This is an optimization exercise on Yosys and OpenROAD, whose aim is small area, a short achievable clock period and few clock cycles, not a production implementation. Function was checked by simulation only, so behaviour that the tests miss may differ from the original. Power is estimated from default activity; no workload was simulated.

**config.mk**
```make
export PLATFORM = sky130hd
export DESIGN_NAME = adc_divider_voltage_averager_core
export DESIGN_NICKNAME = adc_divider_voltage_averager_core
export VERILOG_FILES = /design/flow/design.v
export SDC_FILE = /design/flow/constraint.sdc
export NUM_CORES = 4
export LEC_CHECK = 0
export CAP_MARGIN = 20
export CORE_MARGIN = 2
export CORE_UTILIZATION = 40
export SLEW_MARGIN = 20
```
**constraint.sdc**
```tcl
create_clock -name core_clock -period 12.0 [get_ports {i_clk}]
set_input_delay 2.4000 -clock core_clock [delete_from_list [all_inputs] [get_ports {i_clk}]]
set_output_delay 2.4000 -clock core_clock [all_outputs]
set_load 0.01 [all_outputs]
```
**design.v**
```verilog
`timescale 1ns / 1ps
package adv_pkg;
    localparam logic [12:0] REF_RESET = 13'd3300;
    localparam logic [9:0]  THR_RESET = 10'd100;
    localparam logic signed [41:0] D1   = -42'sd203289785351;
    localparam logic signed [41:0] D0S  = -42'sd129195078400;
endpackage
`timescale 1ns / 1ps
module adv_kr (
    input  logic        i_clk,
    input  logic [12:0] i_ref,
    output logic [28:0] o_kr
);
    logic [16:0] r_k;
    logic [4:0]  w_hi;
    logic        w_wrap;
    assign w_hi   = r_k[16:12];
    assign w_wrap = (&r_k[11:5]) && ((6'(r_k[4:0]) + 6'(w_hi)) >= 6'd32);
    always_ff @(posedge i_clk) begin
        r_k  <= (17'(i_ref) << 3) + (17'(i_ref) << 1) + 17'(i_ref);
        o_kr <= (29'(r_k) << 12) + 29'(r_k) + 29'(w_hi) + 29'(w_wrap) + 29'd1;
    end
endmodule
module adv_read (
    input  logic [16:0] i_mv,
    input  logic        i_zero,    
    input  logic [9:0]  i_thr,
    input  logic [11:0] i_off,
    output logic [16:0] o_mv
);
    logic signed [17:0] w_r;
    assign w_r = $signed({1'b0, i_mv}) + 18'($signed(i_off));
    always_comb begin
        if (i_zero || (i_mv < 17'(i_thr)) || w_r[17]) begin
            o_mv = '0;
        end else begin
            o_mv = w_r[16:0];
        end
    end
endmodule
`timescale 1ns / 1ps
module adv_mul (
    input  logic signed [29:0] i_a,
    input  logic signed [11:0] i_u,
    input  logic               i_pa,
    input  logic               i_pb,
    input  logic [28:0]        i_k,
    output logic [41:0]        o_sa,
    output logic [41:0]        o_sb
);
    logic [12:0] w_b;
    logic [5:0]  w_ng;
    logic [41:0] w_c;
    assign w_c[1] = 1'b0;
    assign w_c[2] = 1'b0;
    logic [30:0] w_pp0;
    logic [30:0] w_pp1;
    logic [30:0] w_pp2;
    logic [30:0] w_pp3;
    logic [30:0] w_pp4;
    logic [30:0] w_pp5;
    logic t1, t2, t3, t4, t5, t6, t7, t8, t9, t10, t11, t12, t13, t14, t15, t16, t17, t18, t19, t20, t21, t22, t23, t24, t25, t26, t27, t28, t29, t30, t31, t32, t33, t34, t35, t36, t37, t38, t39, t40, t41, t42, t43, t44, t45, t46, t47, t48, t49, t50, t51, t52, t53, t54, t55, t56, t57, t58, t59, t60, t61, t62, t63, t64, t65, t66, t67, t68, t69, t70, t71, t72, t73, t74, t75, t76, t77, t78, t79, t80, t81, t82, t83, t84, t85, t86, t87, t88, t89, t90, t91, t92, t93, t94, t95, t96, t97, t98, t99, t100, t101, t102, t103, t104, t105, t106, t107, t108, t109, t110, t111, t112, t113, t114, t115, t116, t117, t118, t119, t120, t121, t122, t123, t124, t125, t126, t127, t128, t129, t130, t131, t132, t133, t134, t135, t136, t137, t138, t139, t140, t141, t142, t143, t144, t145, t146, t147, t148, t149, t150, t151, t152, t153, t154, t155, t156, t157, t158, t159, t160, t161, t162, t163, t164, t165, t166, t167, t168, t169, t170, t171, t172, t173, t174, t175, t176, t177, t178, t179, t180, t181, t182, t183, t184, t185, t186, t187, t188, t189, t190, t191, t192, t193, t194, t195, t196, t197, t198, t199, t200, t201, t202, t203, t204, t205, t206, t207, t208, t209, t210, t211, t212, t213, t214, t215, t216, t217, t218, t219, t220, t221, t222, t223, t224, t225, t226, t227, t228, t229, t230, t231, t232, t233, t234, t235, t236, t237, t238, t239, t240, t241, t242, t243, t244, t245, t246, t247, t248, t249, t250, t251, t252, t253, t254, t255, t256, t257, t258, t259, t260, t261, t262, t263, t264, t265, t266, t267, t268, t269, t270, t271, t272, t273, t274, t275, t276, t277, t278, t279, t280, t281, t282, t283, t284, t285, t286, t287, t288, t289, t290, t291, t292, t293, t294, t295, t296, t297, t298, t299, t300, t301, t302, t303, t304, t305, t306, t307, t308, t309, t310, t311, t312, t313, t314, t315, t316, t317, t318, t319, t320, t321, t322, t323, t324, t325, t326, t327, t328, t329, t330, t331, t332, t333, t334, t335, t336, t337, t338, t339, t340, t341, t342, t343, t344, t345, t346, t347, t348, t349, t350, t351, t352, t353, t354, t355, t356, t357, t358, t359, t360, t361, t362, t363, t364, t365, t366, t367, t368, t369, t370, t371, t372, t373, t374, t375, t376, t377, t378;
    assign w_b = {i_u, 1'b0};
    adv_booth u_b0 (.i_a(i_a), .i_b(w_b[2:0]), .i_inv(i_pa), .o_pp(w_pp0), .o_neg(w_ng[0]));
    adv_booth u_b1 (.i_a(i_a), .i_b(w_b[4:2]), .i_inv(i_pa), .o_pp(w_pp1), .o_neg(w_ng[1]));
    adv_booth u_b2 (.i_a(i_a), .i_b(w_b[6:4]), .i_inv(i_pa), .o_pp(w_pp2), .o_neg(w_ng[2]));
    adv_booth u_b3 (.i_a(i_a), .i_b(w_b[8:6]), .i_inv(i_pa), .o_pp(w_pp3), .o_neg(w_ng[3]));
    adv_booth u_b4 (.i_a(i_a), .i_b(w_b[10:8]), .i_inv(i_pa), .o_pp(w_pp4), .o_neg(w_ng[4]));
    adv_booth u_b5 (.i_a(i_a), .i_b(w_b[12:10]), .i_inv(i_pa), .o_pp(w_pp5), .o_neg(w_ng[5]));
    assign w_c[0] = i_pa ? 1'b1 : (i_pb ? 1'b0 : 1'b0);
    assign w_c[3] = i_pa ? 1'b1 : (i_pb ? 1'b0 : 1'b0);
    assign w_c[4] = i_pa ? 1'b1 : (i_pb ? 1'b0 : 1'b0);
    assign w_c[5] = i_pa ? 1'b1 : (i_pb ? 1'b0 : 1'b0);
    assign w_c[6] = i_pa ? 1'b1 : (i_pb ? 1'b0 : 1'b0);
    assign w_c[7] = i_pa ? 1'b1 : (i_pb ? 1'b0 : 1'b0);
    assign w_c[8] = i_pa ? 1'b1 : (i_pb ? 1'b1 : 1'b0);
    assign w_c[9] = i_pa ? 1'b1 : (i_pb ? 1'b0 : 1'b0);
    assign w_c[10] = i_pa ? 1'b0 : (i_pb ? 1'b1 : 1'b0);
    assign w_c[11] = i_pa ? 1'b1 : (i_pb ? 1'b1 : i_k[0]);
    assign w_c[12] = i_pa ? 1'b0 : (i_pb ? 1'b0 : i_k[1]);
    assign w_c[13] = i_pa ? 1'b0 : (i_pb ? 1'b0 : i_k[2]);
    assign w_c[14] = i_pa ? 1'b0 : (i_pb ? 1'b0 : i_k[3]);
    assign w_c[15] = i_pa ? 1'b0 : (i_pb ? 1'b1 : i_k[4]);
    assign w_c[16] = i_pa ? 1'b0 : (i_pb ? 1'b1 : i_k[5]);
    assign w_c[17] = i_pa ? 1'b0 : (i_pb ? 1'b1 : i_k[6]);
    assign w_c[18] = i_pa ? 1'b1 : (i_pb ? 1'b1 : i_k[7]);
    assign w_c[19] = i_pa ? 1'b1 : (i_pb ? 1'b1 : i_k[8]);
    assign w_c[20] = i_pa ? 1'b1 : (i_pb ? 1'b1 : i_k[9]);
    assign w_c[21] = i_pa ? 1'b1 : (i_pb ? 1'b0 : i_k[10]);
    assign w_c[22] = i_pa ? 1'b1 : (i_pb ? 1'b1 : i_k[11]);
    assign w_c[23] = i_pa ? 1'b1 : (i_pb ? 1'b0 : i_k[12]);
    assign w_c[24] = i_pa ? 1'b0 : (i_pb ? 1'b1 : i_k[13]);
    assign w_c[25] = i_pa ? 1'b1 : (i_pb ? 1'b1 : i_k[14]);
    assign w_c[26] = i_pa ? 1'b0 : (i_pb ? 1'b0 : i_k[15]);
    assign w_c[27] = i_pa ? 1'b1 : (i_pb ? 1'b1 : i_k[16]);
    assign w_c[28] = i_pa ? 1'b0 : (i_pb ? 1'b0 : i_k[17]);
    assign w_c[29] = i_pa ? 1'b1 : (i_pb ? 1'b1 : i_k[18]);
    assign w_c[30] = i_pa ? 1'b0 : (i_pb ? 1'b1 : i_k[19]);
    assign w_c[31] = i_pa ? 1'b1 : (i_pb ? 1'b1 : i_k[20]);
    assign w_c[32] = i_pa ? 1'b0 : (i_pb ? 1'b1 : i_k[21]);
    assign w_c[33] = i_pa ? 1'b0 : (i_pb ? 1'b0 : i_k[22]);
    assign w_c[34] = i_pa ? 1'b0 : (i_pb ? 1'b0 : i_k[23]);
    assign w_c[35] = i_pa ? 1'b0 : (i_pb ? 1'b0 : i_k[24]);
    assign w_c[36] = i_pa ? 1'b1 : (i_pb ? 1'b0 : i_k[25]);
    assign w_c[37] = i_pa ? 1'b0 : (i_pb ? 1'b1 : i_k[26]);
    assign w_c[38] = i_pa ? 1'b1 : (i_pb ? 1'b1 : i_k[27]);
    assign w_c[39] = i_pa ? 1'b1 : (i_pb ? 1'b1 : i_k[28]);
    assign w_c[40] = i_pa ? 1'b1 : (i_pb ? 1'b1 : 1'b0);
    assign w_c[41] = i_pa ? 1'b1 : (i_pb ? 1'b1 : 1'b0);
    assign t1 = w_pp0[8] ^ w_pp1[6];
    assign t2 = w_pp0[8] & w_pp1[6];
    assign t3 = w_pp0[9] ^ w_pp1[7];
    assign t4 = w_pp0[9] & w_pp1[7];
    assign t5 = w_pp0[10] ^ w_pp1[8] ^ w_pp2[6];
    assign t6 = (w_pp0[10] & w_pp1[8]) | (w_pp2[6] & (w_pp0[10] ^ w_pp1[8]));
    assign t7 = w_pp3[4] ^ w_pp4[2];
    assign t8 = w_pp3[4] & w_pp4[2];
    assign t9 = w_pp0[11] ^ w_pp1[9] ^ w_pp2[7];
    assign t10 = (w_pp0[11] & w_pp1[9]) | (w_pp2[7] & (w_pp0[11] ^ w_pp1[9]));
    assign t11 = w_pp3[5] ^ w_pp4[3];
    assign t12 = w_pp3[5] & w_pp4[3];
    assign t13 = w_pp0[12] ^ w_pp1[10] ^ w_pp2[8];
    assign t14 = (w_pp0[12] & w_pp1[10]) | (w_pp2[8] & (w_pp0[12] ^ w_pp1[10]));
    assign t15 = w_pp3[6] ^ w_pp4[4];
    assign t16 = w_pp3[6] & w_pp4[4];
    assign t17 = w_pp0[13] ^ w_pp1[11] ^ w_pp2[9];
    assign t18 = (w_pp0[13] & w_pp1[11]) | (w_pp2[9] & (w_pp0[13] ^ w_pp1[11]));
    assign t19 = w_pp3[7] ^ w_pp4[5];
    assign t20 = w_pp3[7] & w_pp4[5];
    assign t21 = w_pp0[14] ^ w_pp1[12] ^ w_pp2[10];
    assign t22 = (w_pp0[14] & w_pp1[12]) | (w_pp2[10] & (w_pp0[14] ^ w_pp1[12]));
    assign t23 = w_pp3[8] ^ w_pp4[6];
    assign t24 = w_pp3[8] & w_pp4[6];
    assign t25 = w_pp0[15] ^ w_pp1[13] ^ w_pp2[11];
    assign t26 = (w_pp0[15] & w_pp1[13]) | (w_pp2[11] & (w_pp0[15] ^ w_pp1[13]));
    assign t27 = w_pp3[9] ^ w_pp4[7];
    assign t28 = w_pp3[9] & w_pp4[7];
    assign t29 = w_pp0[16] ^ w_pp1[14] ^ w_pp2[12];
    assign t30 = (w_pp0[16] & w_pp1[14]) | (w_pp2[12] & (w_pp0[16] ^ w_pp1[14]));
    assign t31 = w_pp3[10] ^ w_pp4[8];
    assign t32 = w_pp3[10] & w_pp4[8];
    assign t33 = w_pp0[17] ^ w_pp1[15] ^ w_pp2[13];
    assign t34 = (w_pp0[17] & w_pp1[15]) | (w_pp2[13] & (w_pp0[17] ^ w_pp1[15]));
    assign t35 = w_pp3[11] ^ w_pp4[9];
    assign t36 = w_pp3[11] & w_pp4[9];
    assign t37 = w_pp0[18] ^ w_pp1[16] ^ w_pp2[14];
    assign t38 = (w_pp0[18] & w_pp1[16]) | (w_pp2[14] & (w_pp0[18] ^ w_pp1[16]));
    assign t39 = w_pp3[12] ^ w_pp4[10];
    assign t40 = w_pp3[12] & w_pp4[10];
    assign t41 = w_pp0[19] ^ w_pp1[17] ^ w_pp2[15];
    assign t42 = (w_pp0[19] & w_pp1[17]) | (w_pp2[15] & (w_pp0[19] ^ w_pp1[17]));
    assign t43 = w_pp3[13] ^ w_pp4[11];
    assign t44 = w_pp3[13] & w_pp4[11];
    assign t45 = w_pp0[20] ^ w_pp1[18] ^ w_pp2[16];
    assign t46 = (w_pp0[20] & w_pp1[18]) | (w_pp2[16] & (w_pp0[20] ^ w_pp1[18]));
    assign t47 = w_pp3[14] ^ w_pp4[12];
    assign t48 = w_pp3[14] & w_pp4[12];
    assign t49 = w_pp0[21] ^ w_pp1[19] ^ w_pp2[17];
    assign t50 = (w_pp0[21] & w_pp1[19]) | (w_pp2[17] & (w_pp0[21] ^ w_pp1[19]));
    assign t51 = w_pp3[15] ^ w_pp4[13];
    assign t52 = w_pp3[15] & w_pp4[13];
    assign t53 = w_pp0[22] ^ w_pp1[20] ^ w_pp2[18];
    assign t54 = (w_pp0[22] & w_pp1[20]) | (w_pp2[18] & (w_pp0[22] ^ w_pp1[20]));
    assign t55 = w_pp3[16] ^ w_pp4[14];
    assign t56 = w_pp3[16] & w_pp4[14];
    assign t57 = w_pp0[23] ^ w_pp1[21] ^ w_pp2[19];
    assign t58 = (w_pp0[23] & w_pp1[21]) | (w_pp2[19] & (w_pp0[23] ^ w_pp1[21]));
    assign t59 = w_pp3[17] ^ w_pp4[15];
    assign t60 = w_pp3[17] & w_pp4[15];
    assign t61 = w_pp0[24] ^ w_pp1[22] ^ w_pp2[20];
    assign t62 = (w_pp0[24] & w_pp1[22]) | (w_pp2[20] & (w_pp0[24] ^ w_pp1[22]));
    assign t63 = w_pp3[18] ^ w_pp4[16];
    assign t64 = w_pp3[18] & w_pp4[16];
    assign t65 = w_pp0[25] ^ w_pp1[23] ^ w_pp2[21];
    assign t66 = (w_pp0[25] & w_pp1[23]) | (w_pp2[21] & (w_pp0[25] ^ w_pp1[23]));
    assign t67 = w_pp3[19] ^ w_pp4[17];
    assign t68 = w_pp3[19] & w_pp4[17];
    assign t69 = w_pp0[26] ^ w_pp1[24] ^ w_pp2[22];
    assign t70 = (w_pp0[26] & w_pp1[24]) | (w_pp2[22] & (w_pp0[26] ^ w_pp1[24]));
    assign t71 = w_pp3[20] ^ w_pp4[18];
    assign t72 = w_pp3[20] & w_pp4[18];
    assign t73 = w_pp0[27] ^ w_pp1[25] ^ w_pp2[23];
    assign t74 = (w_pp0[27] & w_pp1[25]) | (w_pp2[23] & (w_pp0[27] ^ w_pp1[25]));
    assign t75 = w_pp3[21] ^ w_pp4[19];
    assign t76 = w_pp3[21] & w_pp4[19];
    assign t77 = w_pp0[28] ^ w_pp1[26] ^ w_pp2[24];
    assign t78 = (w_pp0[28] & w_pp1[26]) | (w_pp2[24] & (w_pp0[28] ^ w_pp1[26]));
    assign t79 = w_pp3[22] ^ w_pp4[20];
    assign t80 = w_pp3[22] & w_pp4[20];
    assign t81 = w_pp0[29] ^ w_pp1[27] ^ w_pp2[25];
    assign t82 = (w_pp0[29] & w_pp1[27]) | (w_pp2[25] & (w_pp0[29] ^ w_pp1[27]));
    assign t83 = w_pp3[23] ^ w_pp4[21];
    assign t84 = w_pp3[23] & w_pp4[21];
    assign t85 = ~w_pp0[30] ^ w_pp1[28] ^ w_pp2[26];
    assign t86 = (~w_pp0[30] & w_pp1[28]) | (w_pp2[26] & (~w_pp0[30] ^ w_pp1[28]));
    assign t87 = w_pp3[24] ^ w_pp4[22] ^ w_pp5[20];
    assign t88 = (w_pp3[24] & w_pp4[22]) | (w_pp5[20] & (w_pp3[24] ^ w_pp4[22]));
    assign t89 = w_pp1[29] ^ w_pp2[27] ^ w_pp3[25];
    assign t90 = (w_pp1[29] & w_pp2[27]) | (w_pp3[25] & (w_pp1[29] ^ w_pp2[27]));
    assign t91 = w_pp4[23] ^ w_pp5[21];
    assign t92 = w_pp4[23] & w_pp5[21];
    assign t93 = ~w_pp1[30] ^ w_pp2[28] ^ w_pp3[26];
    assign t94 = (~w_pp1[30] & w_pp2[28]) | (w_pp3[26] & (~w_pp1[30] ^ w_pp2[28]));
    assign t95 = w_pp2[29] ^ w_pp3[27];
    assign t96 = w_pp2[29] & w_pp3[27];
    assign t97 = w_pp0[4] ^ w_pp1[2];
    assign t98 = w_pp0[4] & w_pp1[2];
    assign t99 = w_pp0[5] ^ w_pp1[3];
    assign t100 = w_pp0[5] & w_pp1[3];
    assign t101 = w_pp0[6] ^ w_pp1[4] ^ w_pp2[2];
    assign t102 = (w_pp0[6] & w_pp1[4]) | (w_pp2[2] & (w_pp0[6] ^ w_pp1[4]));
    assign t103 = w_pp3[0] ^ w_ng[3];
    assign t104 = w_pp3[0] & w_ng[3];
    assign t105 = w_pp0[7] ^ w_pp1[5] ^ w_pp2[3];
    assign t106 = (w_pp0[7] & w_pp1[5]) | (w_pp2[3] & (w_pp0[7] ^ w_pp1[5]));
    assign t107 = w_pp3[1] ^ w_c[7];
    assign t108 = w_pp3[1] & w_c[7];
    assign t109 = t1 ^ w_pp2[4] ^ w_pp3[2];
    assign t110 = (t1 & w_pp2[4]) | (w_pp3[2] & (t1 ^ w_pp2[4]));
    assign t111 = w_pp4[0] ^ w_ng[4] ^ w_c[8];
    assign t112 = (w_pp4[0] & w_ng[4]) | (w_c[8] & (w_pp4[0] ^ w_ng[4]));
    assign t113 = t2 ^ t3 ^ w_pp2[5];
    assign t114 = (t2 & t3) | (w_pp2[5] & (t2 ^ t3));
    assign t115 = w_pp3[3] ^ w_pp4[1] ^ w_c[9];
    assign t116 = (w_pp3[3] & w_pp4[1]) | (w_c[9] & (w_pp3[3] ^ w_pp4[1]));
    assign t117 = t4 ^ t5 ^ t7;
    assign t118 = (t4 & t5) | (t7 & (t4 ^ t5));
    assign t119 = w_pp5[0] ^ w_ng[5] ^ w_c[10];
    assign t120 = (w_pp5[0] & w_ng[5]) | (w_c[10] & (w_pp5[0] ^ w_ng[5]));
    assign t121 = t6 ^ t8 ^ t9;
    assign t122 = (t6 & t8) | (t9 & (t6 ^ t8));
    assign t123 = t11 ^ w_pp5[1] ^ w_c[11];
    assign t124 = (t11 & w_pp5[1]) | (w_c[11] & (t11 ^ w_pp5[1]));
    assign t125 = t10 ^ t12 ^ t13;
    assign t126 = (t10 & t12) | (t13 & (t10 ^ t12));
    assign t127 = t15 ^ w_pp5[2] ^ w_c[12];
    assign t128 = (t15 & w_pp5[2]) | (w_c[12] & (t15 ^ w_pp5[2]));
    assign t129 = t14 ^ t16 ^ t17;
    assign t130 = (t14 & t16) | (t17 & (t14 ^ t16));
    assign t131 = t19 ^ w_pp5[3] ^ w_c[13];
    assign t132 = (t19 & w_pp5[3]) | (w_c[13] & (t19 ^ w_pp5[3]));
    assign t133 = t18 ^ t20 ^ t21;
    assign t134 = (t18 & t20) | (t21 & (t18 ^ t20));
    assign t135 = t23 ^ w_pp5[4] ^ w_c[14];
    assign t136 = (t23 & w_pp5[4]) | (w_c[14] & (t23 ^ w_pp5[4]));
    assign t137 = t22 ^ t24 ^ t25;
    assign t138 = (t22 & t24) | (t25 & (t22 ^ t24));
    assign t139 = t27 ^ w_pp5[5] ^ w_c[15];
    assign t140 = (t27 & w_pp5[5]) | (w_c[15] & (t27 ^ w_pp5[5]));
    assign t141 = t26 ^ t28 ^ t29;
    assign t142 = (t26 & t28) | (t29 & (t26 ^ t28));
    assign t143 = t31 ^ w_pp5[6] ^ w_c[16];
    assign t144 = (t31 & w_pp5[6]) | (w_c[16] & (t31 ^ w_pp5[6]));
    assign t145 = t30 ^ t32 ^ t33;
    assign t146 = (t30 & t32) | (t33 & (t30 ^ t32));
    assign t147 = t35 ^ w_pp5[7] ^ w_c[17];
    assign t148 = (t35 & w_pp5[7]) | (w_c[17] & (t35 ^ w_pp5[7]));
    assign t149 = t34 ^ t36 ^ t37;
    assign t150 = (t34 & t36) | (t37 & (t34 ^ t36));
    assign t151 = t39 ^ w_pp5[8] ^ w_c[18];
    assign t152 = (t39 & w_pp5[8]) | (w_c[18] & (t39 ^ w_pp5[8]));
    assign t153 = t38 ^ t40 ^ t41;
    assign t154 = (t38 & t40) | (t41 & (t38 ^ t40));
    assign t155 = t43 ^ w_pp5[9] ^ w_c[19];
    assign t156 = (t43 & w_pp5[9]) | (w_c[19] & (t43 ^ w_pp5[9]));
    assign t157 = t42 ^ t44 ^ t45;
    assign t158 = (t42 & t44) | (t45 & (t42 ^ t44));
    assign t159 = t47 ^ w_pp5[10] ^ w_c[20];
    assign t160 = (t47 & w_pp5[10]) | (w_c[20] & (t47 ^ w_pp5[10]));
    assign t161 = t46 ^ t48 ^ t49;
    assign t162 = (t46 & t48) | (t49 & (t46 ^ t48));
    assign t163 = t51 ^ w_pp5[11] ^ w_c[21];
    assign t164 = (t51 & w_pp5[11]) | (w_c[21] & (t51 ^ w_pp5[11]));
    assign t165 = t50 ^ t52 ^ t53;
    assign t166 = (t50 & t52) | (t53 & (t50 ^ t52));
    assign t167 = t55 ^ w_pp5[12] ^ w_c[22];
    assign t168 = (t55 & w_pp5[12]) | (w_c[22] & (t55 ^ w_pp5[12]));
    assign t169 = t54 ^ t56 ^ t57;
    assign t170 = (t54 & t56) | (t57 & (t54 ^ t56));
    assign t171 = t59 ^ w_pp5[13] ^ w_c[23];
    assign t172 = (t59 & w_pp5[13]) | (w_c[23] & (t59 ^ w_pp5[13]));
    assign t173 = t58 ^ t60 ^ t61;
    assign t174 = (t58 & t60) | (t61 & (t58 ^ t60));
    assign t175 = t63 ^ w_pp5[14] ^ w_c[24];
    assign t176 = (t63 & w_pp5[14]) | (w_c[24] & (t63 ^ w_pp5[14]));
    assign t177 = t62 ^ t64 ^ t65;
    assign t178 = (t62 & t64) | (t65 & (t62 ^ t64));
    assign t179 = t67 ^ w_pp5[15] ^ w_c[25];
    assign t180 = (t67 & w_pp5[15]) | (w_c[25] & (t67 ^ w_pp5[15]));
    assign t181 = t66 ^ t68 ^ t69;
    assign t182 = (t66 & t68) | (t69 & (t66 ^ t68));
    assign t183 = t71 ^ w_pp5[16] ^ w_c[26];
    assign t184 = (t71 & w_pp5[16]) | (w_c[26] & (t71 ^ w_pp5[16]));
    assign t185 = t70 ^ t72 ^ t73;
    assign t186 = (t70 & t72) | (t73 & (t70 ^ t72));
    assign t187 = t75 ^ w_pp5[17] ^ w_c[27];
    assign t188 = (t75 & w_pp5[17]) | (w_c[27] & (t75 ^ w_pp5[17]));
    assign t189 = t74 ^ t76 ^ t77;
    assign t190 = (t74 & t76) | (t77 & (t74 ^ t76));
    assign t191 = t79 ^ w_pp5[18] ^ w_c[28];
    assign t192 = (t79 & w_pp5[18]) | (w_c[28] & (t79 ^ w_pp5[18]));
    assign t193 = t78 ^ t80 ^ t81;
    assign t194 = (t78 & t80) | (t81 & (t78 ^ t80));
    assign t195 = t83 ^ w_pp5[19] ^ w_c[29];
    assign t196 = (t83 & w_pp5[19]) | (w_c[29] & (t83 ^ w_pp5[19]));
    assign t197 = t82 ^ t84 ^ t85;
    assign t198 = (t82 & t84) | (t85 & (t82 ^ t84));
    assign t199 = t87 ^ w_c[30] ^ 1'b1;
    assign t200 = (t87 & w_c[30]) | (1'b1 & (t87 ^ w_c[30]));
    assign t201 = t86 ^ t88 ^ t89;
    assign t202 = (t86 & t88) | (t89 & (t86 ^ t88));
    assign t203 = t91 ^ w_c[31] ^ 1'b1;
    assign t204 = (t91 & w_c[31]) | (1'b1 & (t91 ^ w_c[31]));
    assign t205 = t90 ^ t92 ^ t93;
    assign t206 = (t90 & t92) | (t93 & (t90 ^ t92));
    assign t207 = w_pp4[24] ^ w_pp5[22] ^ w_c[32];
    assign t208 = (w_pp4[24] & w_pp5[22]) | (w_c[32] & (w_pp4[24] ^ w_pp5[22]));
    assign t209 = t94 ^ t95 ^ w_pp4[25];
    assign t210 = (t94 & t95) | (w_pp4[25] & (t94 ^ t95));
    assign t211 = w_pp5[23] ^ w_c[33] ^ 1'b1;
    assign t212 = (w_pp5[23] & w_c[33]) | (1'b1 & (w_pp5[23] ^ w_c[33]));
    assign t213 = t96 ^ ~w_pp2[30] ^ w_pp3[28];
    assign t214 = (t96 & ~w_pp2[30]) | (w_pp3[28] & (t96 ^ ~w_pp2[30]));
    assign t215 = w_pp4[26] ^ w_pp5[24] ^ w_c[34];
    assign t216 = (w_pp4[26] & w_pp5[24]) | (w_c[34] & (w_pp4[26] ^ w_pp5[24]));
    assign t217 = w_pp3[29] ^ w_pp4[27] ^ w_pp5[25];
    assign t218 = (w_pp3[29] & w_pp4[27]) | (w_pp5[25] & (w_pp3[29] ^ w_pp4[27]));
    assign t219 = w_c[35] ^ 1'b1;
    assign t220 = w_c[35] & 1'b1;
    assign t221 = ~w_pp3[30] ^ w_pp4[28] ^ w_pp5[26];
    assign t222 = (~w_pp3[30] & w_pp4[28]) | (w_pp5[26] & (~w_pp3[30] ^ w_pp4[28]));
    assign t223 = w_pp4[29] ^ w_pp5[27];
    assign t224 = w_pp4[29] & w_pp5[27];
    assign t225 = t97 ^ w_pp2[0];
    assign t226 = t97 & w_pp2[0];
    assign t227 = t98 ^ t99 ^ w_pp2[1];
    assign t228 = (t98 & t99) | (w_pp2[1] & (t98 ^ t99));
    assign t229 = t100 ^ t101 ^ t103;
    assign t230 = (t100 & t101) | (t103 & (t100 ^ t101));
    assign t231 = t102 ^ t104 ^ t105;
    assign t232 = (t102 & t104) | (t105 & (t102 ^ t104));
    assign t233 = t106 ^ t108 ^ t109;
    assign t234 = (t106 & t108) | (t109 & (t106 ^ t108));
    assign t235 = t110 ^ t112 ^ t113;
    assign t236 = (t110 & t112) | (t113 & (t110 ^ t112));
    assign t237 = t114 ^ t116 ^ t117;
    assign t238 = (t114 & t116) | (t117 & (t114 ^ t116));
    assign t239 = t118 ^ t120 ^ t121;
    assign t240 = (t118 & t120) | (t121 & (t118 ^ t120));
    assign t241 = t122 ^ t124 ^ t125;
    assign t242 = (t122 & t124) | (t125 & (t122 ^ t124));
    assign t243 = t126 ^ t128 ^ t129;
    assign t244 = (t126 & t128) | (t129 & (t126 ^ t128));
    assign t245 = t130 ^ t132 ^ t133;
    assign t246 = (t130 & t132) | (t133 & (t130 ^ t132));
    assign t247 = t134 ^ t136 ^ t137;
    assign t248 = (t134 & t136) | (t137 & (t134 ^ t136));
    assign t249 = t138 ^ t140 ^ t141;
    assign t250 = (t138 & t140) | (t141 & (t138 ^ t140));
    assign t251 = t142 ^ t144 ^ t145;
    assign t252 = (t142 & t144) | (t145 & (t142 ^ t144));
    assign t253 = t146 ^ t148 ^ t149;
    assign t254 = (t146 & t148) | (t149 & (t146 ^ t148));
    assign t255 = t150 ^ t152 ^ t153;
    assign t256 = (t150 & t152) | (t153 & (t150 ^ t152));
    assign t257 = t154 ^ t156 ^ t157;
    assign t258 = (t154 & t156) | (t157 & (t154 ^ t156));
    assign t259 = t158 ^ t160 ^ t161;
    assign t260 = (t158 & t160) | (t161 & (t158 ^ t160));
    assign t261 = t162 ^ t164 ^ t165;
    assign t262 = (t162 & t164) | (t165 & (t162 ^ t164));
    assign t263 = t166 ^ t168 ^ t169;
    assign t264 = (t166 & t168) | (t169 & (t166 ^ t168));
    assign t265 = t170 ^ t172 ^ t173;
    assign t266 = (t170 & t172) | (t173 & (t170 ^ t172));
    assign t267 = t174 ^ t176 ^ t177;
    assign t268 = (t174 & t176) | (t177 & (t174 ^ t176));
    assign t269 = t178 ^ t180 ^ t181;
    assign t270 = (t178 & t180) | (t181 & (t178 ^ t180));
    assign t271 = t182 ^ t184 ^ t185;
    assign t272 = (t182 & t184) | (t185 & (t182 ^ t184));
    assign t273 = t186 ^ t188 ^ t189;
    assign t274 = (t186 & t188) | (t189 & (t186 ^ t188));
    assign t275 = t190 ^ t192 ^ t193;
    assign t276 = (t190 & t192) | (t193 & (t190 ^ t192));
    assign t277 = t194 ^ t196 ^ t197;
    assign t278 = (t194 & t196) | (t197 & (t194 ^ t196));
    assign t279 = t198 ^ t200 ^ t201;
    assign t280 = (t198 & t200) | (t201 & (t198 ^ t200));
    assign t281 = t202 ^ t204 ^ t205;
    assign t282 = (t202 & t204) | (t205 & (t202 ^ t204));
    assign t283 = t206 ^ t208 ^ t209;
    assign t284 = (t206 & t208) | (t209 & (t206 ^ t208));
    assign t285 = t210 ^ t212 ^ t213;
    assign t286 = (t210 & t212) | (t213 & (t210 ^ t212));
    assign t287 = t214 ^ t216 ^ t217;
    assign t288 = (t214 & t216) | (t217 & (t214 ^ t216));
    assign t289 = t218 ^ t220 ^ t221;
    assign t290 = (t218 & t220) | (t221 & (t218 ^ t220));
    assign t291 = t222 ^ t223 ^ w_c[37];
    assign t292 = (t222 & t223) | (w_c[37] & (t222 ^ t223));
    assign t293 = t224 ^ ~w_pp4[30] ^ w_pp5[28];
    assign t294 = (t224 & ~w_pp4[30]) | (w_pp5[28] & (t224 ^ ~w_pp4[30]));
    assign t295 = w_pp5[29] ^ w_c[39];
    assign t296 = w_pp5[29] & w_c[39];
    assign t297 = w_pp0[0] ^ w_ng[0];
    assign t298 = w_pp0[0] & w_ng[0];
    assign t299 = w_pp0[2] ^ w_pp1[0];
    assign t300 = w_pp0[2] & w_pp1[0];
    assign t301 = w_pp0[3] ^ w_pp1[1] ^ w_c[3];
    assign t302 = (w_pp0[3] & w_pp1[1]) | (w_c[3] & (w_pp0[3] ^ w_pp1[1]));
    assign t303 = t225 ^ w_ng[2] ^ w_c[4];
    assign t304 = (t225 & w_ng[2]) | (w_c[4] & (t225 ^ w_ng[2]));
    assign t305 = t226 ^ t227 ^ w_c[5];
    assign t306 = (t226 & t227) | (w_c[5] & (t226 ^ t227));
    assign t307 = t228 ^ t229 ^ w_c[6];
    assign t308 = (t228 & t229) | (w_c[6] & (t228 ^ t229));
    assign t309 = t230 ^ t231 ^ t107;
    assign t310 = (t230 & t231) | (t107 & (t230 ^ t231));
    assign t311 = t232 ^ t233 ^ t111;
    assign t312 = (t232 & t233) | (t111 & (t232 ^ t233));
    assign t313 = t234 ^ t235 ^ t115;
    assign t314 = (t234 & t235) | (t115 & (t234 ^ t235));
    assign t315 = t236 ^ t237 ^ t119;
    assign t316 = (t236 & t237) | (t119 & (t236 ^ t237));
    assign t317 = t238 ^ t239 ^ t123;
    assign t318 = (t238 & t239) | (t123 & (t238 ^ t239));
    assign t319 = t240 ^ t241 ^ t127;
    assign t320 = (t240 & t241) | (t127 & (t240 ^ t241));
    assign t321 = t242 ^ t243 ^ t131;
    assign t322 = (t242 & t243) | (t131 & (t242 ^ t243));
    assign t323 = t244 ^ t245 ^ t135;
    assign t324 = (t244 & t245) | (t135 & (t244 ^ t245));
    assign t325 = t246 ^ t247 ^ t139;
    assign t326 = (t246 & t247) | (t139 & (t246 ^ t247));
    assign t327 = t248 ^ t249 ^ t143;
    assign t328 = (t248 & t249) | (t143 & (t248 ^ t249));
    assign t329 = t250 ^ t251 ^ t147;
    assign t330 = (t250 & t251) | (t147 & (t250 ^ t251));
    assign t331 = t252 ^ t253 ^ t151;
    assign t332 = (t252 & t253) | (t151 & (t252 ^ t253));
    assign t333 = t254 ^ t255 ^ t155;
    assign t334 = (t254 & t255) | (t155 & (t254 ^ t255));
    assign t335 = t256 ^ t257 ^ t159;
    assign t336 = (t256 & t257) | (t159 & (t256 ^ t257));
    assign t337 = t258 ^ t259 ^ t163;
    assign t338 = (t258 & t259) | (t163 & (t258 ^ t259));
    assign t339 = t260 ^ t261 ^ t167;
    assign t340 = (t260 & t261) | (t167 & (t260 ^ t261));
    assign t341 = t262 ^ t263 ^ t171;
    assign t342 = (t262 & t263) | (t171 & (t262 ^ t263));
    assign t343 = t264 ^ t265 ^ t175;
    assign t344 = (t264 & t265) | (t175 & (t264 ^ t265));
    assign t345 = t266 ^ t267 ^ t179;
    assign t346 = (t266 & t267) | (t179 & (t266 ^ t267));
    assign t347 = t268 ^ t269 ^ t183;
    assign t348 = (t268 & t269) | (t183 & (t268 ^ t269));
    assign t349 = t270 ^ t271 ^ t187;
    assign t350 = (t270 & t271) | (t187 & (t270 ^ t271));
    assign t351 = t272 ^ t273 ^ t191;
    assign t352 = (t272 & t273) | (t191 & (t272 ^ t273));
    assign t353 = t274 ^ t275 ^ t195;
    assign t354 = (t274 & t275) | (t195 & (t274 ^ t275));
    assign t355 = t276 ^ t277 ^ t199;
    assign t356 = (t276 & t277) | (t199 & (t276 ^ t277));
    assign t357 = t278 ^ t279 ^ t203;
    assign t358 = (t278 & t279) | (t203 & (t278 ^ t279));
    assign t359 = t280 ^ t281 ^ t207;
    assign t360 = (t280 & t281) | (t207 & (t280 ^ t281));
    assign t361 = t282 ^ t283 ^ t211;
    assign t362 = (t282 & t283) | (t211 & (t282 ^ t283));
    assign t363 = t284 ^ t285 ^ t215;
    assign t364 = (t284 & t285) | (t215 & (t284 ^ t285));
    assign t365 = t286 ^ t287 ^ t219;
    assign t366 = (t286 & t287) | (t219 & (t286 ^ t287));
    assign t367 = t288 ^ t289 ^ w_c[36];
    assign t368 = (t288 & t289) | (w_c[36] & (t288 ^ t289));
    assign t369 = t290 ^ t291 ^ 1'b1;
    assign t370 = (t290 & t291) | (1'b1 & (t290 ^ t291));
    assign t371 = t292 ^ t293 ^ w_c[38];
    assign t372 = (t292 & t293) | (w_c[38] & (t292 ^ t293));
    assign t373 = t294 ^ t295 ^ 1'b1;
    assign t374 = (t294 & t295) | (1'b1 & (t294 ^ t295));
    assign t375 = t296 ^ ~w_pp5[30] ^ w_c[40];
    assign t376 = (t296 & ~w_pp5[30]) | (w_c[40] & (t296 ^ ~w_pp5[30]));
    assign t377 = w_c[41] ^ 1'b1;
    assign t378 = w_c[41] & 1'b1;
    assign o_sa = {t376, t374, t372, t370, t368, t366, t364, t362, t360, t358, t356, t354, t352, t350, t348, t346, t344, t342, t340, t338, t336, t334, t332, t330, t328, t326, t324, t322, t320, t318, t316, t314, t312, t310, t308, t306, t304, t302, t300, t299, t298, t297};
    assign o_sb = {t377, t375, t373, t371, t369, t367, t365, t363, t361, t359, t357, t355, t353, t351, t349, t347, t345, t343, t341, t339, t337, t335, t333, t331, t329, t327, t325, t323, t321, t319, t317, t315, t313, t311, t309, t307, t305, t303, t301, w_ng[1], w_pp0[1], w_c[0]};
endmodule
module adv_booth (
    input  logic [29:0] i_a,
    input  logic [2:0]  i_b,
    input  logic        i_inv,
    output logic [30:0] o_pp,
    output logic        o_neg
);
    logic one, two;
    assign one   = i_b[0] ^ i_b[1];
    assign two   = (i_b[2] & ~i_b[1] & ~i_b[0]) | (~i_b[2] & i_b[1] & i_b[0]);
    assign o_neg = i_b[2] ^ i_inv;
    assign o_pp  = (({31{one}} & {i_a[29], i_a}) | ({31{two}} & {i_a, 1'b0})) ^ {31{o_neg}};
endmodule
module adv_s3t (
    input  logic [11:0] i_x,
    output logic [27:0] o_t
);
    logic [27:0] w_ta, w_tb;
    logic t379, t380, t381, t382, t383, t384, t385, t386, t387, t388, t389, t390, t391, t392, t393, t394, t395, t396, t397, t398, t399, t400, t401, t402, t403, t404, t405, t406, t407, t408, t409, t410, t411, t412, t413, t414, t415, t416, t417, t418, t419, t420, t421, t422, t423, t424, t425, t426, t427, t428, t429, t430, t431, t432, t433, t434, t435, t436, t437, t438, t439, t440, t441, t442, t443, t444, t445, t446, t447, t448, t449, t450, t451, t452, t453, t454, t455, t456, t457, t458, t459, t460, t461, t462, t463, t464, t465, t466, t467, t468, t469, t470, t471, t472, t473, t474, t475, t476, t477, t478, t479, t480;
    assign t379 = i_x[7] ^ i_x[5];
    assign t380 = i_x[7] & i_x[5];
    assign t381 = i_x[8] ^ i_x[6] ^ i_x[4];
    assign t382 = (i_x[8] & i_x[6]) | (i_x[4] & (i_x[8] ^ i_x[6]));
    assign t383 = i_x[9] ^ i_x[7] ^ i_x[5];
    assign t384 = (i_x[9] & i_x[7]) | (i_x[5] & (i_x[9] ^ i_x[7]));
    assign t385 = i_x[2] ^ i_x[0];
    assign t386 = i_x[2] & i_x[0];
    assign t387 = i_x[10] ^ i_x[8] ^ i_x[6];
    assign t388 = (i_x[10] & i_x[8]) | (i_x[6] & (i_x[10] ^ i_x[8]));
    assign t389 = i_x[3] ^ i_x[1];
    assign t390 = i_x[3] & i_x[1];
    assign t391 = i_x[11] ^ i_x[9] ^ i_x[7];
    assign t392 = (i_x[11] & i_x[9]) | (i_x[7] & (i_x[11] ^ i_x[9]));
    assign t393 = i_x[4] ^ i_x[2];
    assign t394 = i_x[4] & i_x[2];
    assign t395 = i_x[10] ^ i_x[8] ^ i_x[5];
    assign t396 = (i_x[10] & i_x[8]) | (i_x[5] & (i_x[10] ^ i_x[8]));
    assign t397 = i_x[3] ^ 1'b1;
    assign t398 = i_x[3] & 1'b1;
    assign t399 = i_x[11] ^ i_x[9] ^ i_x[6];
    assign t400 = (i_x[11] & i_x[9]) | (i_x[6] & (i_x[11] ^ i_x[9]));
    assign t401 = i_x[4] ^ 1'b1;
    assign t402 = i_x[4] & 1'b1;
    assign t403 = i_x[10] ^ i_x[7] ^ i_x[5];
    assign t404 = (i_x[10] & i_x[7]) | (i_x[5] & (i_x[10] ^ i_x[7]));
    assign t405 = i_x[0] ^ 1'b1;
    assign t406 = i_x[0] & 1'b1;
    assign t407 = i_x[11] ^ i_x[8] ^ i_x[6];
    assign t408 = (i_x[11] & i_x[8]) | (i_x[6] & (i_x[11] ^ i_x[8]));
    assign t409 = i_x[1] ^ 1'b1;
    assign t410 = i_x[1] & 1'b1;
    assign t411 = i_x[9] ^ i_x[7] ^ i_x[2];
    assign t412 = (i_x[9] & i_x[7]) | (i_x[2] & (i_x[9] ^ i_x[7]));
    assign t413 = i_x[4] ^ i_x[2];
    assign t414 = i_x[4] & i_x[2];
    assign t415 = i_x[5] ^ i_x[3] ^ i_x[1];
    assign t416 = (i_x[5] & i_x[3]) | (i_x[1] & (i_x[5] ^ i_x[3]));
    assign t417 = i_x[6] ^ i_x[4] ^ i_x[2];
    assign t418 = (i_x[6] & i_x[4]) | (i_x[2] & (i_x[6] ^ i_x[4]));
    assign t419 = t379 ^ i_x[3] ^ i_x[0];
    assign t420 = (t379 & i_x[3]) | (i_x[0] & (t379 ^ i_x[3]));
    assign t421 = t380 ^ t381 ^ i_x[1];
    assign t422 = (t380 & t381) | (i_x[1] & (t380 ^ t381));
    assign t423 = t382 ^ t383 ^ t385;
    assign t424 = (t382 & t383) | (t385 & (t382 ^ t383));
    assign t425 = t384 ^ t386 ^ t387;
    assign t426 = (t384 & t386) | (t387 & (t384 ^ t386));
    assign t427 = t388 ^ t390 ^ t391;
    assign t428 = (t388 & t390) | (t391 & (t388 ^ t390));
    assign t429 = t392 ^ t394 ^ t395;
    assign t430 = (t392 & t394) | (t395 & (t392 ^ t394));
    assign t431 = t396 ^ t398 ^ t399;
    assign t432 = (t396 & t398) | (t399 & (t396 ^ t398));
    assign t433 = t400 ^ t402 ^ t403;
    assign t434 = (t400 & t402) | (t403 & (t400 ^ t402));
    assign t435 = t404 ^ t406 ^ t407;
    assign t436 = (t404 & t406) | (t407 & (t404 ^ t406));
    assign t437 = t408 ^ t410 ^ t411;
    assign t438 = (t408 & t410) | (t411 & (t408 ^ t410));
    assign t439 = t412 ^ i_x[10] ^ i_x[8];
    assign t440 = (t412 & i_x[10]) | (i_x[8] & (t412 ^ i_x[10]));
    assign t441 = i_x[11] ^ i_x[9] ^ i_x[4];
    assign t442 = (i_x[11] & i_x[9]) | (i_x[4] & (i_x[11] ^ i_x[9]));
    assign t443 = i_x[2] ^ i_x[0];
    assign t444 = i_x[2] & i_x[0];
    assign t445 = i_x[3] ^ i_x[1];
    assign t446 = i_x[3] & i_x[1];
    assign t447 = t413 ^ i_x[0] ^ 1'b1;
    assign t448 = (t413 & i_x[0]) | (1'b1 & (t413 ^ i_x[0]));
    assign t449 = t414 ^ t415 ^ 1'b1;
    assign t450 = (t414 & t415) | (1'b1 & (t414 ^ t415));
    assign t451 = t416 ^ t417 ^ 1'b1;
    assign t452 = (t416 & t417) | (1'b1 & (t416 ^ t417));
    assign t453 = t418 ^ t419 ^ 1'b1;
    assign t454 = (t418 & t419) | (1'b1 & (t418 ^ t419));
    assign t455 = t420 ^ t421 ^ 1'b1;
    assign t456 = (t420 & t421) | (1'b1 & (t420 ^ t421));
    assign t457 = t422 ^ t423 ^ 1'b1;
    assign t458 = (t422 & t423) | (1'b1 & (t422 ^ t423));
    assign t459 = t424 ^ t425 ^ t389;
    assign t460 = (t424 & t425) | (t389 & (t424 ^ t425));
    assign t461 = t426 ^ t427 ^ t393;
    assign t462 = (t426 & t427) | (t393 & (t426 ^ t427));
    assign t463 = t428 ^ t429 ^ t397;
    assign t464 = (t428 & t429) | (t397 & (t428 ^ t429));
    assign t465 = t430 ^ t431 ^ t401;
    assign t466 = (t430 & t431) | (t401 & (t430 ^ t431));
    assign t467 = t432 ^ t433 ^ t405;
    assign t468 = (t432 & t433) | (t405 & (t432 ^ t433));
    assign t469 = t434 ^ t435 ^ t409;
    assign t470 = (t434 & t435) | (t409 & (t434 ^ t435));
    assign t471 = t436 ^ t437 ^ 1'b1;
    assign t472 = (t436 & t437) | (1'b1 & (t436 ^ t437));
    assign t473 = t438 ^ t439 ^ i_x[3];
    assign t474 = (t438 & t439) | (i_x[3] & (t438 ^ t439));
    assign t475 = t440 ^ t441 ^ 1'b1;
    assign t476 = (t440 & t441) | (1'b1 & (t440 ^ t441));
    assign t477 = t442 ^ i_x[10] ^ i_x[5];
    assign t478 = (t442 & i_x[10]) | (i_x[5] & (t442 ^ i_x[10]));
    assign t479 = i_x[11] ^ i_x[6];
    assign t480 = i_x[11] & i_x[6];
    assign w_ta = {1'b0, 1'b1, i_x[11], i_x[10], i_x[9], i_x[8], t480, t478, t476, t474, t472, t470, t468, t466, t464, t462, t460, t458, t456, t454, t452, t450, t448, t446, t444, t443, i_x[1], i_x[0]};
    assign w_tb = {1'b0, 1'b0, 1'b0, 1'b0, 1'b0, 1'b0, i_x[7], t479, t477, t475, t473, t471, t469, t467, t465, t463, t461, t459, t457, t455, t453, t451, t449, t447, t445, 1'b1, 1'b0, 1'b0};
    assign o_t  = w_ta + w_tb;
endmodule
`timescale 1ns / 1ps
`timescale 1ns / 1ps
module adc_divider_voltage_averager_core (
    input  logic        i_clk,
    input  logic        i_rst_n,
    input  logic        i_in_valid,
    output logic        o_in_ready,
    input  logic [15:0] i_in_data,    
    output logic        o_out_valid,
    input  logic        i_out_ready,
    output logic [23:0] o_out_data,   
    input  logic        i_cfg_we,
    input  logic [1:0]  i_cfg_idx,
    input  logic [12:0] i_cfg_data
);
    localparam logic [1:0] OP_NONE = 2'd0;
    localparam logic [1:0] OP_A    = 2'd1;    
    localparam logic [1:0] OP_B    = 2'd2;    
    localparam logic [1:0] OP_J    = 2'd3;    
    localparam logic [1:0] JS_IDLE = 2'd0;
    localparam logic [1:0] JS_PEND = 2'd1;    
    localparam logic [1:0] JS_RUN  = 2'd2;
    localparam logic [1:0] JS_DONE = 2'd3;    
    logic        r_filter;
    logic [12:0] r_ref;
    logic [11:0] r_off;
    logic [9:0]  r_thr;
    always_ff @(posedge i_clk) begin
        if (!i_rst_n) begin
            r_filter <= 1'b0;
            r_ref    <= adv_pkg::REF_RESET;
            r_off    <= '0;
            r_thr    <= adv_pkg::THR_RESET;
        end else if (i_cfg_we) begin
            case (i_cfg_idx)
                2'd0:    r_filter <= i_cfg_data[0];
                2'd1:    r_ref    <= i_cfg_data;
                2'd2:    r_off    <= i_cfg_data[11:0];
                default: r_thr    <= i_cfg_data[9:0];
            endcase
        end
    end
    logic [28:0] r_kr;
    adv_kr u_kr (
        .i_clk (i_clk),
        .i_ref (r_ref),
        .o_kr  (r_kr)
    );
    logic        r_ready;
    logic        w_take;
    logic [3:0]  r_cnt;
    logic [11:0] r_xx;
    logic [3:0]  r_xc;
    logic        r_xv, r_xf, r_xfirst, r_xlast;
    logic        w_xon;
    logic [3:0]  r_wch, r_wch2;
    assign w_take = i_in_valid & r_ready;
    assign w_xon  = r_xv & r_xf;
    always_ff @(posedge i_clk) begin
        r_xx     <= i_in_data[15:4];
        r_xc     <= i_in_data[3:0];
        r_xf     <= r_filter;
        r_xfirst <= (r_cnt == 4'd0);
        r_xlast  <= (r_cnt == 4'd15);
        if (!i_rst_n) begin
            r_xv  <= 1'b0;
            r_cnt <= '0;
        end else begin
            r_xv <= w_take;
            if (w_take) r_cnt <= r_cnt + 4'd1;
        end
        if (r_xv && r_xfirst) r_wch  <= r_xc;
        if (r_xv && r_xlast)  r_wch2 <= r_wch;
    end
    logic [1:0]         r_m1op, r_csop;
    logic signed [29:0] r_a;
    logic signed [11:0] r_u, r_u2;
    logic               r_m1first, r_m1last, r_csfirst, r_cslast;
    logic [41:0]        w_sa, w_sb, r_csa, r_csb, w_p;
    logic [1:0]         r_js;
    logic [16:0]        r_jp;
    logic               w_csa_op, w_job_go;
    logic [27:0]        w_t;
    assign w_csa_op = (r_csop == OP_A);
    assign w_job_go = (r_js == JS_PEND) && !w_csa_op && !w_xon;
    adv_s3t u_s3t (
        .i_x (r_xx),
        .o_t (w_t)
    );
    adv_mul u_mul (
        .i_a  (r_a),
        .i_u  (r_u),
        .i_pa (r_m1op == OP_A),
        .i_pb (r_m1op == OP_B),
        .i_k  (r_kr),
        .o_sa (w_sa),
        .o_sb (w_sb)
    );
    assign w_p = r_csa + r_csb;
    always_ff @(posedge i_clk) begin
        if (!i_rst_n) begin
            r_m1op <= OP_NONE;
            r_csop <= OP_NONE;
        end else begin
            if (w_csa_op) begin
                r_m1op <= OP_B;
            end else if (w_xon) begin
                r_m1op <= OP_A;
            end else if (w_job_go) begin
                r_m1op <= OP_J;
            end else begin
                r_m1op <= OP_NONE;
            end
            r_csop <= r_m1op;
        end
        r_u2 <= r_u;
        if (w_csa_op) begin
            r_a       <= w_p[39:10];
            r_u       <= r_u2;
            r_m1first <= r_csfirst;
            r_m1last  <= r_cslast;
        end else if (w_xon) begin
            r_a       <= 30'(w_t);
            r_u       <= {~r_xx[11], r_xx[10:0]};
            r_m1first <= r_xfirst;
            r_m1last  <= r_xlast;
        end else if (w_job_go) begin
            r_a <= 30'(r_kr);
            r_u <= r_jp[11:0];
        end
        r_csa     <= w_sa;
        r_csb     <= w_sb;
        r_csfirst <= r_m1first;
        r_cslast  <= r_m1last;
    end
    logic               r_vv, r_vfirst, r_vlast;
    logic signed [19:0] r_vval;
    logic signed [22:0] r_acc;
    logic               r_accfull;
    always_ff @(posedge i_clk) begin
        if (!i_rst_n) begin
            r_vv      <= 1'b0;
            r_accfull <= 1'b0;
        end else begin
            r_vv      <= (r_csop == OP_B) || (r_xv && !r_xf);
            r_accfull <= r_vv && r_vlast;
        end
        if (r_csop == OP_B) begin
            r_vval   <= w_p[41:22];
            r_vfirst <= r_csfirst;
            r_vlast  <= r_cslast;
        end else begin
            r_vval   <= 20'(r_xx);
            r_vfirst <= r_xfirst;
            r_vlast  <= r_xlast;
        end
        if (r_vv) begin
            r_acc <= (r_vfirst ? 23'sd0 : r_acc) + 23'(r_vval);
        end
    end
    logic        r_ov;
    logic [16:0] r_omv;
    logic [3:0]  r_och;
    logic        r_jzf;
    logic [3:0]  r_jch;
    logic [16:0] w_mv;
    logic        w_oload;
    logic [11:0] w_mu;
    assign w_mu    = r_acc[22] ? 12'h800 : {~r_acc[15], r_acc[14:4]};
    assign w_oload = (r_js == JS_DONE) && !r_ov;
    always_ff @(posedge i_clk) begin
        if (!i_rst_n) begin
            r_js <= JS_IDLE;
        end else if (r_accfull) begin
            r_js <= JS_PEND;
        end else if (w_job_go) begin
            r_js <= JS_RUN;
        end else if (r_csop == OP_J) begin
            r_js <= JS_DONE;
        end else if (w_oload) begin
            r_js <= JS_IDLE;
        end
        if (r_accfull) begin
            r_jp  <= 17'(w_mu);
            r_jzf <= r_acc[22] && (r_ref != '0);
            r_jch <= r_wch2;
        end else if (r_csop == OP_J) begin
            r_jp <= w_p[40:24];
        end
    end
    adv_read u_read (
        .i_mv   (r_jp),
        .i_zero (r_jzf),
        .i_thr  (r_thr),
        .i_off  (r_off),
        .o_mv   (w_mv)
    );
    always_ff @(posedge i_clk) begin
        if (!i_rst_n) begin
            r_ov <= 1'b0;
        end else if (w_oload) begin
            r_ov <= 1'b1;
        end else if (i_out_ready) begin
            r_ov <= 1'b0;
        end
        if (w_oload) begin
            r_omv <= w_mv;
            r_och <= r_jch;
        end
    end
    assign o_out_valid = r_ov;
    assign o_out_data  = {3'b000, r_omv, r_och};
    logic [1:0] r_pend;
    logic [1:0] w_pend_n;
    logic [3:0] w_cnt_n;
    logic [1:0] w_js_n;
    logic       w_ton, r_ton1, r_ton2, r_ton3;
    logic       w_job_next, w_block;
    assign w_ton    = w_take & r_filter;
    assign w_cnt_n  = w_take ? r_cnt + 4'd1 : r_cnt;
    assign w_pend_n = r_pend + 2'(w_take && (r_cnt == 4'd15)) - 2'(r_ov && i_out_ready);
    assign w_js_n   = r_accfull ? JS_PEND
                    : w_job_go ? JS_RUN
                    : (r_csop == OP_J) ? JS_DONE
                    : w_oload ? JS_IDLE : r_js;
    assign w_job_next = (w_js_n == JS_PEND) && !w_ton && !r_ton2;
    assign w_block = (r_filter && r_ton1)                             
                   || (!r_filter && (w_ton || r_ton1 || r_ton2 || r_ton3))  
                   || (r_filter && (w_js_n == JS_PEND) && !w_job_next)  
                   || ((w_cnt_n == 4'd15) && (w_pend_n == 2'd2));      
    always_ff @(posedge i_clk) begin
        if (!i_rst_n) begin
            r_pend  <= '0;
            r_ready <= 1'b0;
            r_ton1  <= 1'b0;
            r_ton2  <= 1'b0;
            r_ton3  <= 1'b0;
        end else begin
            r_pend  <= w_pend_n;
            r_ready <= !w_block;
            r_ton1  <= w_ton;
            r_ton2  <= r_ton1;
            r_ton3  <= r_ton2;
        end
    end
    assign o_in_ready = r_ready;
endmodule
```
**run.sh**
```bash
#!/bin/bash
# synth_recipe.tcl (not shown) runs the flow's synth.tcl, then flattens the netlist and writes it again
# the make line also repeats each setting of config.mk as NAME=value (left out here)
make -C /OpenROAD-flow-scripts/flow DESIGN_CONFIG=/design/flow/config.mk WORK_HOME=/design/flow/orfs CLKGATE_MAP_FILE= SYNTH_SCRIPT=/design/flow/synth_recipe.tcl finish
```
==> summary.txt <==
-- routing by layer --
metal / share of wire / wire length (um) / GRT usage / vias up
li1: - / - / - / 9398
met5: 0 / 0 / 0 / -
met4: 0.030 / 2200 / 0.0698 / 0
met3: 0.055 / 4100 / 0.0316 / 135
met1: 0.45 / 33600 / 0.304 / 9780
met2: 0.46 / 34200 / 0.357 / 570
-- sequential cells by signal, summed over array words and instances (netlist names), 20 cells and up --
signal	cells
r_a	30
r_acc	23
r_csa	42
r_csb	42
r_vval	20
u_kr.o_kr	29
-- final timing paths --
check                     start           endpoint  slack [ps]  depth (start not counted)
max reg2reg     r_xx[5]$_DFF_P_  r_a[25]$_DFFE_PP_        7050                         17
min          r_m1last$_DFFE_PP_   r_cslast$_DFF_P_         360                          0
max             r_xx[5]$_DFF_P_  r_a[25]$_DFFE_PP_        7050                         17
min reg2reg  r_m1last$_DFFE_PP_   r_cslast$_DFF_P_         360                          0
-- kinds of logic (layout without fill, tap and decap cells) --
group	Yosys count	after routing	synth area share
xor+xnor	346	346	0.115
flops	359	359	0.315
buf+inv	428	442	0.0614
simple gates	617	617	0.111
compound gates	630	630	0.155
fa+ha+maj	385	385	0.238
other cells	1	3	0.000142
mux	10	10	0.00394
-- cell usage in the layout, fill, tap and decap left out, types with 12 or more instances in the layout --
master and instances:
sky130_fd_sc_hd__o22ai_1 13, sky130_fd_sc_hd__nand4_1 15, sky130_fd_sc_hd__fa_1 194, sky130_fd_sc_hd__buf_4 29
sky130_fd_sc_hd__nor2_1 151, sky130_fd_sc_hd__o211ai_1 13, sky130_fd_sc_hd__and2_1 23, sky130_fd_sc_hd__a21oi_1 177
sky130_fd_sc_hd__a211oi_1 26, sky130_fd_sc_hd__nand2_1 200, sky130_fd_sc_hd__nor3_1 55, sky130_fd_sc_hd__clkdlybuf4s50_1 58
sky130_fd_sc_hd__clkbuf_16 47, sky130_fd_sc_hd__a31oi_1 25, sky130_fd_sc_hd__nor2b_1 38, sky130_fd_sc_hd__o31ai_1 12
sky130_fd_sc_hd__edfxtp_1 113, sky130_fd_sc_hd__nand3_1 42, sky130_fd_sc_hd__o21a_1 15, sky130_fd_sc_hd__and3_1 15
sky130_fd_sc_hd__dfxtp_1 245, sky130_fd_sc_hd__o21bai_1 12, sky130_fd_sc_hd__xnor2_1 142, sky130_fd_sc_hd__a21o_1 53
sky130_fd_sc_hd__a22oi_1 147, sky130_fd_sc_hd__xor2_1 192, sky130_fd_sc_hd__ha_1 190, sky130_fd_sc_hd__o21ai_0 83
sky130_fd_sc_hd__inv_1 274, sky130_fd_sc_hd__nand2b_1 22
-- where the power goes --
group	internal (mW)	total (mW)	switching [mW]	leakage [nW]
Combinational	0.894	2.43	1.54	8.54
Sequential	1.49	1.63	0.143	3.07
Clock	0.808	1.36	0.556	0.752
Total	3.19	5.43	2.24	12.4
-- area by class of cell --
| class | count | area, sq um |
|---|---|---|
| clock buffer | 65 | 1340 |
| inverter | 275 | 1030 |
| tap | 864 | 1080 |
| multi-input combinational | 1991 | 16600 |
| fill | 6185 | 36200 |
| timing repair buffer | 87 | 798 |
| sequential | 359 | 8320 |
| clock inverter | 15 | 179 |
-- metrics by stage --
stage / hold WS, ps / total power [mW] / area (sq um)
finish: 359 / 5.43 / 29300
global route: 376 / 5.74 / 29300
CTS: 360 / 5.43 / 29300
detailed placement: 340 / 4.02 / 27800
global placement: 332 / 4.00 / 27800
floorplan: 323 / 3.19 / 26400
==> flow_results.org <==
** Run status
- Status :: timing/DRC/antenna clean

** Yosys
- Sorting the synthesized cells by area gives the leading types as sky130_fd_sc_hd__dfxtp_1 19%, sky130_fd_sc_hd__fa_1 15%, sky130_fd_sc_hd__edfxtp_1 13%, sky130_fd_sc_hd__ha_1 9.1%, sky130_fd_sc_hd__xor2_1 6.6%.
- Summed over all instances, the cell type with the most area after synthesis is sky130_fd_sc_hd__dfxtp_1.
- In the synthesized netlist, the cells that appear most often are 274 x sky130_fd_sc_hd__inv_1, 246 x sky130_fd_sc_hd__dfxtp_1, 202 x sky130_fd_sc_hd__nand2_1, 199 x sky130_fd_sc_hd__xor2_1, 194 x sky130_fd_sc_hd__fa_1.
- Synthesized instance count :: 2776
- Count of synthesis-stage warnings from yosys :: 3
- Counting flops with an async set or reset pin after synthesis yields a share of 0.
- The number of different library cells used by synthesis comes to 79.
- Number of synthesized flops with an enable pin :: 113
- In this run the mean area of a mapped cell was 9.50 sq um.
- For this run, the leading register cell type out of synthesis is sky130_fd_sc_hd__dfxtp_1.
- In the post-synthesis netlist, the cell with the most instances is sky130_fd_sc_hd__inv_1.
- Summing every instance area after synthesis gives 0.0264 sq mm.
- Flip-flop and latch count after synthesis :: 359
- The share of synthesized area in the top cell type comes to 0.187.
- Of the synthesized area, sequential elements account for 0.315.

** Setup path
- Required time worst endpoint :: 12280 ps
- Among all stages on the critical path, the largest delay is contributed by sky130_fd_sc_hd__fa_1.
- By startpoint and endpoint, the worst setup path is classified as reg -> reg.
- Setup crit start kind :: register
- Critical-path cell list :: inv_1 -> fa_1 -> inv_1 -> fa_1 -> inv_1 -> fa_1 -> inv_1 -> ha_1 -> a21oi_1 -> nor2b_1 -> o21ai_0 -> nand4bb_1 -> o31a_1 -> a221oi_1 -> nor3_1 -> mux2i_1 -> o22ai_1
- In this run the worst path has a maximum fanout of 7.
- Number of buffers and inverters on the critical path :: 4
- On the worst path, the slowest cell contributes a delay of 560 ps.
- Family of cells with the greatest summed delay on the critical path :: adder cells
- Most Frequent Cell on Critical Path :: sky130_fd_sc_hd__inv_1
- Data on the critical path arrives at its endpoint at 5230 ps.
- Critical Path End Type :: register

** Global routing
- Via count of the first global-routing pass :: 20.4k
- Overall global routing resource usage :: 0.221
- The first global-routing pass estimated 118000 um of wire.
- GRT Residual Overflow :: 0
- Pin count of the biggest net entering global routing :: 61
- Antenna violations before repair :: 1

** Timing
- The final-report hold violation count was 0.
- At the pin with the least slew margin, the transition time is 983 ps.
- Fin Clk Skew :: 33.7 ps
- The worst pin sits at a relative slew slack of 0.344.
- Number of pins with negative max-slew slack in the final report :: 0
- Endpoints failing setup :: 0
- The smallest clock period supported by the final layout is computed as 4950 ps.
- Setup total negative slack :: 0 ps
- Setup repair after global routing left no endpoint under its margin.
- Based on the critical path, the design can be clocked at up to 202 MHz.
- Worst-case setup margin in the final layout :: 7050 ps
- Dividing the final minimum period by the clock period gives 0.412.

** Finish
- Share of post-route cells with drive strength above 1 :: 0.0534
- Post-route insts no fill :: 3656
- Fin util :: 0.448
- The number of antenna diodes in the final layout is 0.
- Relative to the synthesized area, the layout overhead comes to 11.2%.
- After the last flow step, the layout net total stands at 3178.

** Route
- DRC violation count after routing :: 0
- Summed over all layers, the routed wires come to 74100 um.
- The routed layout has 19.9k vias.
- The first TritonRoute pass finished after 5 iterations.
- DRC violation total after the first TritonRoute iteration :: 1495
- The count of nets left with antenna violations once routing finished came out at 0.
- Average detailed-routed wire length per instance :: 20.3 um
- Dividing the detail-routed via count by the number of cells gives 5.44.

** Placement
- Half-perimeter wire length after placement :: 56300 um
- Pre-CTS worst setup slack :: 7150 ps
- After detailed placement, the design holds a cell count of 3576.
- The congestion estimate from routability-driven global placement came to 0.945.
- Number of buffers added on ports :: 58

** CTS
- Hold repair after CTS inserted 0 buffers.
- Buffers added to address setup during post-CTS repair amount to 0.
- Post-CTS repair changed the size of 0 cells.
- Clock insertion delay at the later pin of the skew report :: 600 ps
- Clock tree synthesis inserted a total of 43 buffers.
- The clock net in this run drives a total of 359 sinks.
- Level count of the clock H-tree :: 2
- Clock transition at the registers of the reported paths :: 60 ps
- TritonCTS built the clock tree.
- Maximum root-to-sink buffer count :: 3
- Library cell used as clock root buffer :: sky130_fd_sc_hd__clkbuf_16

** Min path
- The min-delay analysis places its worst path in the category reg -> reg.

** Power and ir drop
- Reported leakage power :: 12.4 nW
- VDD IR-drop max :: 0.000155 V
- Power density of the placed cells :: 185 mW/mm^2

** Job
- Number of maximum-capacitance violations :: 0

** Floorplan
- Effective utilization at floorplan :: 0.403
- The floorplan has 94 rows.
- The total area inside the core boundary comes to 0.0655 sq mm.
- The die is 261 um wide.
- Pin placement for this block handled 62 I/O pins.
- Die Y-Extent :: 261 um
- The die covers 0.0680 sq mm.
Testbench counts, summed over its fixed seeds: cycles 3,560.

## separate check: timing with driven ports
No port has a modelled driver above. Below, the same layout with a new extraction and two added sets of constraints.
Step 1 sets driving cells, clkbuf_16 on the clock port and buf_2 on the other inputs (assumed; they add their load-dependent delay and slew).
Step 2 times the ports against the registers' clock, not the clock port: input delays grow and output delays shrink by t, the midpoint of the rising clock arrivals with the driver on.
Three values: ideal, step 1, step 2; two values: the first two.
shift t [ns]: 0.645
setup slack, ns: 7.055 / 7.055 / 7.055
worst setup path after step 2: register to register
pins driven straight from the clock port: 1
After both steps setup and hold are still met in this run. For this run, drivers alone change the setup slack by 0.000 ns; drivers and shift together by 0.000 ns.
